This design comes from an exercise in tuning for small area, a short achievable clock period and few clock cycles per item on the open sky130 flow, not from production work. Only simulation tests tie the RTL to the original design; equivalence was not proved. No activity file was given, so power comes from the tool's default toggle rates.

// signed_to_radix_digits
module signed_to_radix_digits
(
  input  logic                   clk,
  input  logic                   rst_n,
  input  logic                   in_tvalid,
  output logic                   in_tready,
  input  logic [IN_TDATA_W-1:0]  in_tdata,    
  output logic                   out_tvalid,
  input  logic                   out_tready,
  output logic [OUT_TDATA_W-1:0] out_tdata,   
  output logic                   out_tlast    
);
  localparam logic [2:0] K_M1 = 3'd0;   
  localparam logic [2:0] K_P2 = 3'd1;   
  localparam logic [2:0] K_P4 = 3'd2;   
  localparam logic [2:0] K_P8 = 3'd3;   
  localparam logic [2:0] K_SQ = 3'd4;   
  typedef enum logic {
    C_IDLE,
    C_CONV
  } cstate_t;
  typedef enum logic [1:0] {
    O_IDLE,
    O_LOAD,
    O_EMIT
  } ostate_t;
  function automatic logic [CHAR_W-1:0] digit_to_ascii(input logic [5:0] d);
    logic [CHAR_W-1:0] c;
    if (d < 6'd10) c = {4'h3, d[3:0]};
    else           c = 8'h37 + CHAR_W'(d);
    digit_to_ascii = c;
  endfunction
  function automatic logic [5:0] sq_split(input logic [1:0] sel, input logic [5:0] c);
    case ({sel, c})
      {2'd0, 6'd0}: sq_split = 6'o00;
      {2'd0, 6'd1}: sq_split = 6'o01;
      {2'd0, 6'd2}: sq_split = 6'o02;
      {2'd0, 6'd3}: sq_split = 6'o10;
      {2'd0, 6'd4}: sq_split = 6'o11;
      {2'd0, 6'd5}: sq_split = 6'o12;
      {2'd0, 6'd6}: sq_split = 6'o20;
      {2'd0, 6'd7}: sq_split = 6'o21;
  ...
Settings: LEC_CHECK=0, CAP_MARGIN=50, CORE_MARGIN=2, CORE_UTILIZATION=40, SLEW_MARGIN=50; clock period 16.0 ns.
standard.sh (not shown) runs the stock make flow with config.mk's settings and CLKGATE_MAP_FILE= SYNTH_SCRIPT=/design/flow/synth_recipe.tcl, a recipe that flattens the netlist after the stock synthesis.
==> flow/flow/run.sh <==
#!/bin/bash
# The standard layout (the standard.sh: standard synthesis, floorplan, placement,
# CTS, routing), with ORFS's setup repair aiming for 11.75 ns of slack instead of 0, so
# that the resizer also works on paths that already meet the 16 ns clock.
# make's full output goes to standard_flow.log; ORFS keeps each step's log under orfs/logs.
set -euo pipefail
bash standard.sh SETUP_SLACK_MARGIN=11.75 finish > standard_flow.log 2>&1
Testbench counts at the start, summed over its fixed seeds: cycles 12,556, numbers 512.
Next try:
Settings changed: CORE_UTILIZATION 40 to 60, PLACE_DENSITY set to 0.75.
Effect: Register-to-register slack is worse by 0.18 ns; sequential power is about the same; power goes up by 1.6%; wire length is about the same; sequential share of layout area climbs by 0.42 points; combinational power rose by about 6%; synthesized area does not change; hold slack improved by 0.0074 ns.
Next try:
==> flow/run.sh (new file) <==
#!/bin/bash
# synth_recipe.tcl (not shown) runs the flow's synth.tcl, then flattens the netlist and writes it again
# the make line also repeats each setting of config.mk as NAME=value (left out here)
make -C /OpenROAD-flow-scripts/flow DESIGN_CONFIG=/design/flow/config.mk WORK_HOME=/design/flow/orfs CLKGATE_MAP_FILE= SYNTH_SCRIPT=/design/flow/synth_recipe.tcl finish
Settings changed: CORE_UTILIZATION 60 to 40, PLACE_DENSITY 0.75 to not set.
removed: flow/flow/run.sh
removed: flow/standard.sh
What happened:
- register-to-register slack gets worse by 1.3 ns
- die area is higher by 49%
- final area falls by 5.3%
- worst setup slack loses 1.3 ns
- routed wire length is lower by 5.9%
- utilization came out lower by 26 points
- power decreases by 9.5%
- first-iteration DRC count falls by 34%
Next try:
==> flow/flow/run.sh (new file) <==
#!/bin/bash
# The standard layout (the standard.sh: standard synthesis, floorplan, placement,
# CTS, routing), with ORFS's setup repair aiming for 12 ns of slack instead of 0, so
# that the resizer also works on paths that already meet the 16 ns clock.
# make's full output goes to standard_flow.log; ORFS keeps each step's log under orfs/logs.
set -euo pipefail
bash standard.sh SETUP_SLACK_MARGIN=12 finish > standard_flow.log 2>&1
==> flow/standard.sh (new file) <==
#!/bin/bash
# synth_recipe.tcl (not shown) runs the flow's synth.tcl, then flattens the netlist and writes it again
# the make line also repeats each setting of config.mk as NAME=value (left out here)
make -C /OpenROAD-flow-scripts/flow DESIGN_CONFIG=/design/flow/config.mk WORK_HOME=/design/flow/orfs CLKGATE_MAP_FILE= SYNTH_SCRIPT=/design/flow/synth_recipe.tcl "${@:-finish}"
removed: flow/run.sh
Effect: The new run finished clean; design area climbs by 19%; maximum frequency came out higher by 30%; utilization went up by 8.7 points; worst setup slack gains 1.3 ns; wire length rose by 17%.
Next try:
==> flow/run.sh (new file) <==
#!/bin/bash
# synth_recipe.tcl (not shown) runs the flow's synth.tcl, then flattens the netlist and writes it again
# the make line also repeats each setting of config.mk as NAME=value (left out here)
make -C /OpenROAD-flow-scripts/flow DESIGN_CONFIG=/design/flow/config.mk WORK_HOME=/design/flow/orfs CLKGATE_MAP_FILE= SYNTH_SCRIPT=/design/flow/synth_recipe.tcl finish
Settings changed: CAP_MARGIN 50 to 20, SLEW_MARGIN 50 to 20.
removed: flow/flow/run.sh
removed: flow/standard.sh
After rerunning: The new run produced a clean layout; via count decreases by 9.8%; wire length falls by 14%; cell area goes down by 17%; global-route usage is lower by 1.9 points; register-to-register slack degrades by 1.4 ns; cell count is lower by 8.2%; die area is unchanged; area after synthesis stays the same; sequential cell count is unchanged.

---

Starting RTL as in the previous note.
export LEC_CHECK = 0
export CAP_MARGIN = 50
export CORE_MARGIN = 2
export CORE_UTILIZATION = 40
export SLEW_MARGIN = 50
create_clock -name core_clock -period 16.0 [get_ports {clk}]
==> flow/flow/run.sh <==
#!/bin/bash
# The standard layout (the standard.sh: standard synthesis, floorplan, placement,
# CTS, routing), with ORFS's setup repair aiming for 11 ns of slack instead of 0, so
# that the resizer also works on paths that already meet the 16 ns clock.
# make's full output goes to standard_flow.log; ORFS keeps each step's log under orfs/logs.
set -euo pipefail
bash standard.sh SETUP_SLACK_MARGIN=11 finish > standard_flow.log 2>&1
Testbench counts at the start, summed over its fixed seeds: cycles 12,556, numbers 512.
Next try:
==> flow/run.sh (new file) <==
#!/bin/bash
# synth_recipe.tcl (not shown) runs the flow's synth.tcl, then flattens the netlist and writes it again
# the make line also repeats each setting of config.mk as NAME=value (left out here)
make -C /OpenROAD-flow-scripts/flow DESIGN_CONFIG=/design/flow/config.mk WORK_HOME=/design/flow/orfs CLKGATE_MAP_FILE= SYNTH_SCRIPT=/design/flow/synth_recipe.tcl finish
- CAP_MARGIN: 50 -> 80
- SLEW_MARGIN: 50 -> 80
removed: flow/flow/run.sh
removed: flow/standard.sh
=> Maximum frequency came out lower by 15%. Routed wire length goes up by 3.0%. Power rises by 6.3%. Critical path depth came out higher by 16. First-iteration DRC count came out higher by 6.9%. Core utilization is higher by 5.6 points. Hold slack is about the same. Design area went up by 12%. Sequential share of layout area drops by 3.3 points.
Next try:
==> flow/flow/run.sh (new file) <==
#!/bin/bash
# The standard layout (the standard.sh: standard synthesis, floorplan, placement,
# CTS, routing), with ORFS's setup repair aiming for 11.5 ns of slack instead of 0, so
# that the resizer also works on paths that already meet the 16 ns clock.
# make's full output goes to standard_flow.log; ORFS keeps each step's log under orfs/logs.
set -euo pipefail
bash standard.sh SETUP_SLACK_MARGIN=11.5 finish > standard_flow.log 2>&1
==> flow/standard.sh (new file) <==
#!/bin/bash
# synth_recipe.tcl (not shown) runs the flow's synth.tcl, then flattens the netlist and writes it again
# the make line also repeats each setting of config.mk as NAME=value (left out here)
make -C /OpenROAD-flow-scripts/flow DESIGN_CONFIG=/design/flow/config.mk WORK_HOME=/design/flow/orfs CLKGATE_MAP_FILE= SYNTH_SCRIPT=/design/flow/synth_recipe.tcl "${@:-finish}"
- CAP_MARGIN: 80 -> 50
- SLEW_MARGIN: 80 -> 50
removed: flow/run.sh
After rerunning:
- clock power decreases by about 3%
- wire length rises by 1.5%
- via count went down by 2.8%
- die area does not change

afterwards: timing with drivers on the ports:
In the flow no input, the clock included, has a driving cell. The finished layouts below were timed again as built, in two steps.
Step 1 assumes that a clkbuf_16 drives the clock port and a buf_2 every other input.
Step 2, shift: input delay + t, output delay - t, t = (earliest + latest rising clock arrival at the registers) / 2. This alone moves slack from input paths to output paths.
Slacks: ideal / step 1 / step 2; pairs: ideal / step 1.
run	t, ns	setup slack, ns	worst setup path after step 2
the first run of note 1	0.662	11.685 / 11.617 / 11.263	input to register
the second run of note 1	0.641	11.680 / 11.651 / 11.266	input to register
the third run of note 1	0.663	10.421 / 10.421 / 10.421	register to register
the fourth run of note 1	0.675	11.696 / 11.628 / 11.416	input to register
the fifth run of note 1	0.653	10.300 / 10.300 / 10.300	register to register
the first run of note 2	0.661	11.086 / 11.023 / 10.714	input to register
the second run of note 2	0.655	10.214 / 10.214 / 10.214	register to register
the third run of note 2	0.656	11.543 / 11.480 / 10.949	input to register
After both steps setup and hold are still met in every run listed. The setup slack of the third run of note 2, which loses most, moves by -0.063 ns with the drivers and by -0.594 ns with both steps.
